From an optimization exercise on the open Yosys and OpenROAD flow, aimed at small area, a short achievable clock period and few clock cycles per item; shortcuts taken in it are not production practice.
The RTL was checked by simulation tests, not by an equivalence proof against the original design.

// mulDivUnit
module mulDivUnit
#(
  parameter int dataWidth = 32
) (
  input  logic                 clk,
  input  logic                 rstN,
  input  logic                 inReq,
  output logic                 inAck,
  input  logic [2:0]           opCode,
  input  logic [dataWidth-1:0] lOp,
  input  logic [dataWidth-1:0] rOp,
  output logic                 outReq,
  input  logic                 outAck,
  output logic [dataWidth-1:0] result,
  output logic                 divByZero,
  output logic                 divOverflow
);
Size: roughly 2100 cells after synthesis.
clock: 5.0 ns
lec_check: 0
abc_area: 1
cap_margin: 20
core_margin: 2
core_utilization: 40
cts_buf_list: sky130_fd_sc_hd__clkbuf_8
setup_slack_margin: 0.3
slew_margin: 20
standard.sh (not shown) runs the stock make flow with config.mk's settings and CLKGATE_MAP_FILE= SYNTH_SCRIPT=/design/flow/synth_recipe.tcl, a recipe that flattens the netlist after the stock synthesis.
==> flow/flow/run.sh <==
#!/bin/bash
cp standard.sh standard_sh_copy.log
export BUFFER_PORTS_ARGS="-buffer_cell sky130_fd_sc_hd__buf_2"
bash standard.sh > standard.log 2>&1
The first run ran to the end with no violations.
Testbench counts at the start, summed over its fixed seeds: cycles 15,179, items 2,048.
Change:
- CTS_BUF_LIST: sky130_fd_sc_hd__clkbuf_8 -> default
Outcome: Worst hold slack is worse by 5.4 ps; sequential cell count is unchanged; cell area rises slightly; cell count does not change.

---

Another version of the RTL of mulDivUnit (not shown whole).
Size: ~2,300 cells after synthesis, ~170 flip-flops, about 0.016 mm² of cells after synthesis.
clock: 5.0 ns
lec_check: 0
abc_area: 1
cap_margin: 20
core_margin: 2
core_utilization: 70
place_density: 0.8
setup_slack_margin: 0.3
slew_margin: 20
run.sh (not shown) runs the stock make flow with config.mk's settings and CLKGATE_MAP_FILE= SYNTH_SCRIPT=/design/flow/synth_recipe.tcl, a recipe that flattens the netlist after the stock synthesis.
Stock flow here: none of the scripts above is used.
The starting point finished clean.
Testbench counts at the start, summed over its fixed seeds: cycles 17,171, items 2,048.
Edit:
- ABC_AREA: 1 -> not set
- ABC_CLOCK_PERIOD_IN_PS: not set -> 4000
- CORE_UTILIZATION: 70 -> 60
- PLACE_DENSITY: 0.8 -> 0.75
- SETUP_SLACK_MARGIN: 0.3 -> 0.5
What happened: The new run finished with timing, DRC and antenna clean. Via count shrinks by a little under a tenth. Count of clock-buffer cells in the layout does not change. Routed wire length is higher slightly. Worst hold slack loses 6.1 ps. Cell count went down by a little under a tenth. Flip-flop and latch count stays the same. Die area increases by about a fifth. Design area rose by a few percent. Worst setup slack gains 150 ps. Synthesized cell count shrinks by roughly a tenth.
Edit:
- ABC_CLOCK_PERIOD_IN_PS: 4000 -> 3000
- CORE_UTILIZATION: 60 -> 40
- PLACE_DENSITY: 0.75 -> not set
- SETUP_SLACK_MARGIN: 0.5 -> 1.5
Outcome: The changed run produced a clean layout. Count of clock-buffer cells in the layout goes up by 1. Global-route usage came out lower by 9.4 points. Cell area rose by roughly a tenth. Utilization goes down by 18 points. Worst setup slack degrades by 43 ps. Area after synthesis is unchanged. Wire length increases by roughly a tenth.
Edit:
- ABC_CLOCK_PERIOD_IN_PS: 3000 -> 4000
- SETUP_SLACK_MARGIN: 1.5 -> 0.5
The changed run completed with no timing, DRC or antenna violations.
Wire length came out lower by 4.2%.
Core utilization falls by 6.1 points.
Synthesized cell count is unchanged.
Design area falls by 11%.
Sequential share of layout area climbs by 2.8 points.
Die area stays the same.
Global-route usage shrinks by 1.2 points.
Clock-buffer cell count is unchanged.
Clock skew hardly moves.
Edit:
==> flow/flow/run.sh (new file) <==
#!/bin/bash
cp standard.sh standard_sh_copy.log
export BUFFER_PORTS_ARGS="-buffer_cell sky130_fd_sc_hd__buf_2"
bash standard.sh > standard.log 2>&1
==> flow/standard.sh (new file) <==
#!/bin/bash
# synth_recipe.tcl (not shown) runs the flow's synth.tcl, then flattens the netlist and writes it again
# the make line also repeats each setting of config.mk as NAME=value (left out here)
make -C /OpenROAD-flow-scripts/flow DESIGN_CONFIG=/design/flow/config.mk WORK_HOME=/design/flow/orfs CLKGATE_MAP_FILE= SYNTH_SCRIPT=/design/flow/synth_recipe.tcl "${@:-finish}"
- ABC_AREA: not set -> 1
- ABC_CLOCK_PERIOD_IN_PS: 4000 -> not set
- SETUP_SLACK_MARGIN: 0.5 -> 0.3
removed: flow/run.sh
What happened:
- maximum frequency is higher by 0.75%
- die area falls by 0.63%
- synthesized area fell by 0.64%
- cell count goes up by 10%
- clock-buffer cell count decreases by 2
- hold slack is worse by 9.9 ps
- worst setup slack is better by 33 ps
- non-clock buffer count fell by 79
- sequential share of layout area came out higher by 2.2 points
Edit:
==> flow/run.sh (new file) <==
#!/bin/bash
# synth_recipe.tcl (not shown) runs the flow's synth.tcl, then flattens the netlist and writes it again
# the make line also repeats each setting of config.mk as NAME=value (left out here)
make -C /OpenROAD-flow-scripts/flow DESIGN_CONFIG=/design/flow/config.mk WORK_HOME=/design/flow/orfs CLKGATE_MAP_FILE= SYNTH_SCRIPT=/design/flow/synth_recipe.tcl finish
removed: flow/flow/run.sh
removed: flow/standard.sh
=> Final area is higher by 3.1%. Wire length rises by 0.52%. Worst setup slack gets worse by 50 ps. Hold slack stays flat.

---

v4:
The RTL this note starts from:
==> flow/design.v <==
package mulDivOpPkg;
  typedef enum logic [2:0] {
    opMul    = 3'b000,
    opMulh   = 3'b001,
    opMulhsu = 3'b010,
    opMulhu  = 3'b011,
    opDiv    = 3'b100,
    opDivu   = 3'b101,
    opRem    = 3'b110,
    opRemu   = 3'b111
  } opCodeT;
  function automatic logic isDivOp(input logic [2:0] op);
    isDivOp = op[2];
  endfunction
  function automatic logic lOpSigned(input logic [2:0] op);
    lOpSigned = (op == 3'b001) || (op == 3'b100) || (op == 3'b110);
  endfunction
  function automatic logic rOpSigned(input logic [2:0] op);
    rOpSigned = (op == 3'b001) || (op == 3'b010) || (op == 3'b100) || (op == 3'b110);
  endfunction
  function automatic logic wantsHigh(input logic [2:0] op);
    wantsHigh = (op == 3'b001) || (op == 3'b010) || (op == 3'b011);
  endfunction
  function automatic logic wantsRemainder(input logic [2:0] op);
    wantsRemainder = (op == 3'b110) || (op == 3'b111);
  endfunction
endpackage
package mulDivCtrlPkg;
  typedef enum logic [1:0] {
    stIdle,
    stBusy,
    stOffer,
    stRelease
  } stageStateT;
  typedef enum logic [1:0] {
    kIdle,
    kRun,
    kDone
  } kernelStateT;
endpackage
`timescale 1ns/1ps
module mulDivUnit
#(
  parameter int dataWidth = 32
) (
  input  logic                 clk,
  input  logic                 rstN,
  input  logic                 inReq,
  output logic                 inAck,
  input  logic [2:0]           opCode,
  input  logic [dataWidth-1:0] lOp,
  input  logic [dataWidth-1:0] rOp,
  output logic                 outReq,
  input  logic                 outAck,
  output logic [dataWidth-1:0] result,
  output logic                 divByZero,
  output logic                 divOverflow
);
  localparam int W = 37;
  logic sMul, sPrep, sAl, sIt, sFin;
  logic oAckQ;
  logic [2:0] op;
  logic [33:0] A;       
  logic [33:0] H;       
  logic [31:0] L;       
  logic negN;           
  logic offR;           
  logic [5:0] cnt;      
  logic [5:0] clzA, clzH;  
  logic [5:0] itc;      
  logic zf;             
  logic negRes;
  logic dzR;
  logic ovR;
  logic b0one, b0two, b0neg, b1one, b1two, b1neg;
  logic isIdle;
  assign isIdle = !(sMul || sPrep || sAl || sIt || sFin);
  logic lastMul, lastIt, finishing, outFree, loadPorts, capture;
  assign lastMul = sMul && zf;
  assign lastIt = sIt && zf && !op[1] && !negRes;
  assign finishing = lastMul || lastIt || sFin;
  assign outFree = !outReq && !oAckQ;
  assign loadPorts = isIdle || (finishing && outFree);
  assign capture = loadPorts && inReq && !inAck;
  logic negD;
  assign negD = A[33];
  logic [W-1:0] aExt, a2Ext;
  assign aExt = {{(W-34){A[33]}}, A};
  assign a2Ext = {aExt[W-2:0], 1'b0};
  logic [W-1:0] in0, in1, in2, pp1;
  assign in1 = ((b0one ? aExt : '0) | (b0two ? a2Ext : '0)) ^ {W{b0neg}};
  assign pp1 = ((b1one ? aExt : '0) | (b1two ? a2Ext : '0)) ^ {W{b1neg}};
  assign in2 = {pp1[W-3:0], b1neg, b1neg};
  assign in0 = {{(W-34){H[33]}}, H};
  logic c0, cin;
  assign c0 = b0neg;
  assign cin = (sMul && b1neg) || (sFin && op[1] && offR);
  logic [W-1:0] csaS, csaC, sum;
  assign csaS = in0 ^ in1 ^ in2;
  assign csaC = {(in0[W-2:0] & in1[W-2:0]) | (in0[W-2:0] & in2[W-2:0]) | (in1[W-2:0] & in2[W-2:0]), c0};
  logic [W:0] pg, pp, gg;
  always_comb begin
    pg = {csaS & csaC, cin};
    pp = {csaS ^ csaC, 1'b0};
    gg = pg;
    for (int l = 0; l < 6; l++) begin
      for (int i = W; i >= 0; i--) begin
        if (((i >> l) & 1) == 1) begin
          gg[i] = gg[i] | (pp[i] & gg[((i >> l) << l) - 1]);
          pp[i] = pp[i] & pp[((i >> l) << l) - 1];
        end
      end
    end
  end
  assign sum = (csaS ^ csaC) ^ gg[W-1:0];
  logic q;
  assign q = sum[W-1] ^ !negN;
  function automatic logic [2:0] booth(input logic [2:0] b);
    booth[2] = b[1] ^ b[0];
    booth[1] = (b[2] & ~b[1] & ~b[0]) | (~b[2] & b[1] & b[0]);
    booth[0] = b[2];
  endfunction
  function automatic logic [5:0] clz32(input logic [31:0] v);
    clz32 = 6'd32;
    for (int i = 0; i < 32; i++) begin
      if (v[i]) clz32 = 6'(31 - i);
    end
  endfunction
  logic [6:0] sh;
  assign sh = {1'b0, clzA} + {6'd0, negN} - {1'b0, clzH};
  logic dzV, ovV;
  assign dzV = clzA[5] && !negD;
  assign ovV = negN && negD && clzA[5] && (H[30:0] == 31'd0);
  logic divOpP, negNP, negDP;
  assign divOpP = opCode[2];
  assign negNP = ((opCode == 3'd4) || (opCode == 3'd6)) && rOp[31];
  assign negDP = ((opCode == 3'd4) || (opCode == 3'd6)) && lOp[31];
  logic [31:0] res;
  always_comb begin
    if (sIt) res = {L[30:0], q};
    else if (sFin || (op == 3'd3)) res = sum[31:0];
    else if (op == 3'd0) res = {sum[3:0], L[31:4]};
    else res = sum[35:4];
  end
  logic cntBig, cntLast;
  assign cntBig = (cnt[5:2] != 4'd0);
  assign cntLast = cntBig ? (cnt == 6'd4) : (cnt == 6'd1);
  always_ff @(posedge clk) begin
    if (!rstN) begin
      sMul <= 1'b0;
      sPrep <= 1'b0;
      sAl <= 1'b0;
      sIt <= 1'b0;
      sFin <= 1'b0;
      inAck <= 1'b0;
      outReq <= 1'b0;
      oAckQ <= 1'b0;
    end else begin
      oAckQ <= outAck;
      if (capture) begin
        inAck <= 1'b1;
      end else if (!inReq) begin
        inAck <= 1'b0;
      end
      if (finishing && outFree) begin
        outReq <= 1'b1;
      end else if (outAck) begin
        outReq <= 1'b0;
      end
      if (loadPorts) begin
        sMul <= capture && !divOpP;
        sPrep <= capture && divOpP;
        sAl <= 1'b0;
        sIt <= 1'b0;
        sFin <= 1'b0;
      end else if (sPrep) begin
        sPrep <= 1'b0;
        sFin <= dzV || sh[6];
        sIt <= !dzV && (sh == 7'd0);
        sAl <= !dzV && !sh[6] && (sh != 7'd0);
      end else if (sAl) begin
        if (cntLast) begin
          sAl <= 1'b0;
          sIt <= 1'b1;
        end
      end else if (sIt && !lastIt) begin
        if (zf) begin
          sIt <= 1'b0;
          sFin <= 1'b1;
        end
      end
    end
  end
  always_ff @(posedge clk) begin
    if (finishing && outFree) begin
      result <= res;
      divByZero <= dzR;
      divOverflow <= ovR;
    end
    if (loadPorts) begin
      op <= opCode;
      A <= {{2{mulDivOpPkg::lOpSigned(opCode) && lOp[31]}}, lOp};
      L <= rOp;
      H <= !divOpP ? '0 : {{2{negNP}}, rOp};
      negN <= divOpP && negNP;
      offR <= 1'b0;
      itc <= (opCode == 3'd3) ? 6'd8 : 6'd7;
      zf <= 1'b0;
      clzA <= clz32(negDP ? ~lOp : lOp);
      clzH <= clz32(negNP ? ~rOp : rOp);
      dzR <= 1'b0;
      ovR <= 1'b0;
      {b0one, b0two, b0neg} <= booth({rOp[1:0], 1'b0});
      {b1one, b1two, b1neg} <= booth(rOp[3:1]);
    end else if (sMul) begin
      if (!zf) begin
        H <= {sum[W-1], sum[W-1:4]};
        L <= {sum[3:0], L[31:4]};
        itc <= itc - 6'd1;
        zf <= (itc == 6'd1);
        if ((itc == 6'd1) && (op == 3'd3)) begin
          {b0one, b0two, b0neg} <= booth({2'b00, L[3]});
          {b1one, b1two, b1neg} <= 3'b000;
        end else begin
          {b0one, b0two, b0neg} <= booth(L[5:3]);
          {b1one, b1two, b1neg} <= booth(L[7:5]);
        end
      end
    end else if (sPrep) begin
      L <= 32'd0;
      cnt <= sh[5:0];
      itc <= sh[5:0];
      zf <= (sh == 7'd0);
      negRes <= op[1] ? negN : (negN ^ negD);
      dzR <= dzV;
      ovR <= ovV;
      if (dzV || sh[6]) begin
        if (!op[1]) begin
          A <= {34{dzV}};
          H <= '0;
        end
        {b0one, b0two, b0neg} <= {!op[1], 1'b0, 1'b0};
        {b1one, b1two, b1neg} <= 3'b000;
      end else begin
        {b0one, b0two, b0neg} <= {(sh == 7'd0), 1'b0, !(negN ^ negD)};
        {b1one, b1two, b1neg} <= {1'b0, 1'b0, negN};
      end
    end else if (sAl) begin
      if (cntBig) begin
        A <= {A[29:0], 4'd0};
        cnt <= cnt - 6'd4;
      end else begin
        A <= {A[32:0], 1'b0};
        cnt <= cnt - 6'd1;
      end
      b0one <= cntLast;
    end else if (sIt && !lastIt) begin
      L <= {L[30:0], q};
      offR <= negN;
      {b1one, b1two, b1neg} <= 3'b000;
      itc <= itc - 6'd1;
      zf <= (itc == 6'd1);
      if (zf && !op[1]) begin
        A <= {2'b00, L[30:0], q};
        H <= '0;
        {b0one, b0two, b0neg} <= 3'b101;
      end else begin
        H <= sum[33:0];
        if (zf) begin
          b0one <= !q;
          b0neg <= negN ^ negD;
        end else begin
          A <= {A[33], A[33:1]};
          b0neg <= !((negN ? q : !q) ^ negD);
        end
      end
    end
  end
endmodule
==> flow/config.mk <==
export PLATFORM = sky130hd
export DESIGN_NAME = mulDivUnit
export DESIGN_NICKNAME = mulDivUnit
export VERILOG_FILES = /design/flow/design.v
export SDC_FILE = /design/flow/constraint.sdc
export NUM_CORES = 4
export LEC_CHECK = 0
export ABC_AREA = 1
export CAP_MARGIN = 20
export CORE_MARGIN = 2
export CORE_UTILIZATION = 40
export SETUP_SLACK_MARGIN = 0.6
export SLEW_MARGIN = 20
==> flow/constraint.sdc <==
create_clock -name core_clock -period 5.0 [get_ports {clk}]
set_input_delay 1.0000 -clock core_clock [delete_from_list [all_inputs] [get_ports {clk}]]
set_output_delay 1.0000 -clock core_clock [all_outputs]
set_load 0.01 [all_outputs]
standard.sh (not shown) runs the stock make flow with config.mk's settings and CLKGATE_MAP_FILE= SYNTH_SCRIPT=/design/flow/synth_recipe.tcl, a recipe that flattens the netlist after the stock synthesis.
==> flow/flow/run.sh <==
#!/bin/bash
cp standard.sh standard_sh_copy.log
export BUFFER_PORTS_ARGS="-buffer_cell sky130_fd_sc_hd__buf_2"
bash standard.sh > standard.log 2>&1
Every stage of the flow completed for v4, and the final layout passed the timing, design-rule and antenna checks.
Testbench counts of v4, summed over its fixed seeds: cycles 17,171, items 2,048.
Edits applied to the flow inputs when going from v4 to v14:
Settings: CTS_BUF_LIST newly set to sky130_fd_sc_hd__clkbuf_8; SETUP_SLACK_MARGIN changed from 0.6 to 0.3.
## What came out
v4 -> v14: clock net sink count delta 0, exact match. v14 gives more signal arrival time at the worst endpoint than v4 did. Of v4 and v14, the lower slew of the pin with the lowest slew margin belongs to v4. Compared v4 against v14; residual DRC count within noise. Highest layer used for signal routing = met5: v14; highest layer used for signal routing = met4: v4. In the tables for v4 and v14, cell count reads higher with v4. Against v4, the final cell area of v14 is lower. Comparing v4 and v14, the higher worst max-slew margin expressed relative to the limit is on v4. v14 | status: complete | timing, DRC, antenna: pass. Of the two values seen for timing endpoint of the critical path, result[27] was produced by v4 and b0one by v14.
What v56 does differently from v14 at the input level:
Settings: SETUP_SLACK_MARGIN: 0.3 -> 0.5; ABC_AREA: 1 -> unset; ABC_CLOCK_PERIOD_IN_PS: unset -> 4000; CTS_BUF_LIST: sky130_fd_sc_hd__clkbuf_8 -> unset.
- [compare] base=v14 new=v56: worst setup slack for register-to-register paths moved up.
- v56 vs v14 on buffers plus inverters on the worst setup path: v56 is the lower one.
- Looking only at fraction of the mapped netlist area in simple logic gates, and setting everything else aside, the lower value of v56 and v14 goes to v14.
- Diff v14 -> v56: chip height went up 2.6%, total of clock buffers placed in the layout moved up.
- The uppermost signal routing layer after detailed routing comes out met5 in one run and met4 in the other, namely in v14 and v56 respectively.
- Area of the multi-input gates is lower on v14
Inputs modified between v56 and v15:
Settings: setting ABC_AREA to 1 for the first time; removing ABC_CLOCK_PERIOD_IN_PS (formerly 4000); changing SETUP_SLACK_MARGIN from 0.5 to 0.1.
[summary]
- [v15] required time at the endpoint of the critical path fell 0.06 ns relative to v56
- Summary of v15 over v56: synthesized area moved down, setup slack moved down.

-- port drivers added, routing unchanged --
In the flow no input, the clock included, has a driving cell. The finished layouts below were timed again as built, in two steps. Step 1 (the two cells are an assumption about what drives the block):
set clk [get_ports {clk}]
set_driving_cell -lib_cell sky130_fd_sc_hd__clkbuf_16 $clk
set_driving_cell -lib_cell sky130_fd_sc_hd__buf_2 [delete_from_list [all_inputs] $clk]
Step 2 also shifts input and output timing later by t, the mid clock arrival at the registers, as if the neighbouring blocks saw the same clock. Slacks: ideal / step 1 / step 2; pairs: ideal / step 1.
run | shift t [ns] | setup WS [ns] | slew at the worst register clock pin (ns) | worst data-port slew with drivers (ns)
the first run of note 1 | 0.551 | 0.537 / 0.537 / 0.537 | 0.11 / 0.11 | 0.04
the second run of note 1 | 0.500 | 0.543 / 0.543 / 0.543 | 0.08 / 0.08 | 0.04
the first run of note 2 | 0.510 | 0.391 / 0.391 / 0.391 | 0.09 / 0.09 | 0.06
the second run of note 2 | 0.487 | 0.540 / 0.540 / 0.540 | 0.09 / 0.09 | 0.05
the third run of note 2 | 0.542 | 0.497 / 0.497 / 0.497 | 0.08 / 0.08 | 0.05
the fourth run of note 2 | 0.544 | 0.510 / 0.510 / 0.510 | 0.08 / 0.08 | 0.07
the fifth run of note 2 | 0.524 | 0.543 / 0.543 / 0.543 | 0.08 / 0.08 | 0.05
the sixth run of note 2 | 0.513 | 0.493 / 0.493 / 0.493 | 0.08 / 0.08 | 0.05
v4 | 0.524 | 0.552 / 0.552 / 0.552 | 0.08 / 0.08 | 0.05
v14 | 0.538 | 0.538 / 0.538 / 0.538 | 0.11 / 0.11 | 0.05
v56 | 0.516 | 0.621 / 0.621 / 0.621 | 0.09 / 0.09 | 0.05
v15 | 0.499 | 0.383 / 0.383 / 0.383 | 0.08 / 0.08 | 0.05
After both steps setup and hold are still met in every run listed.
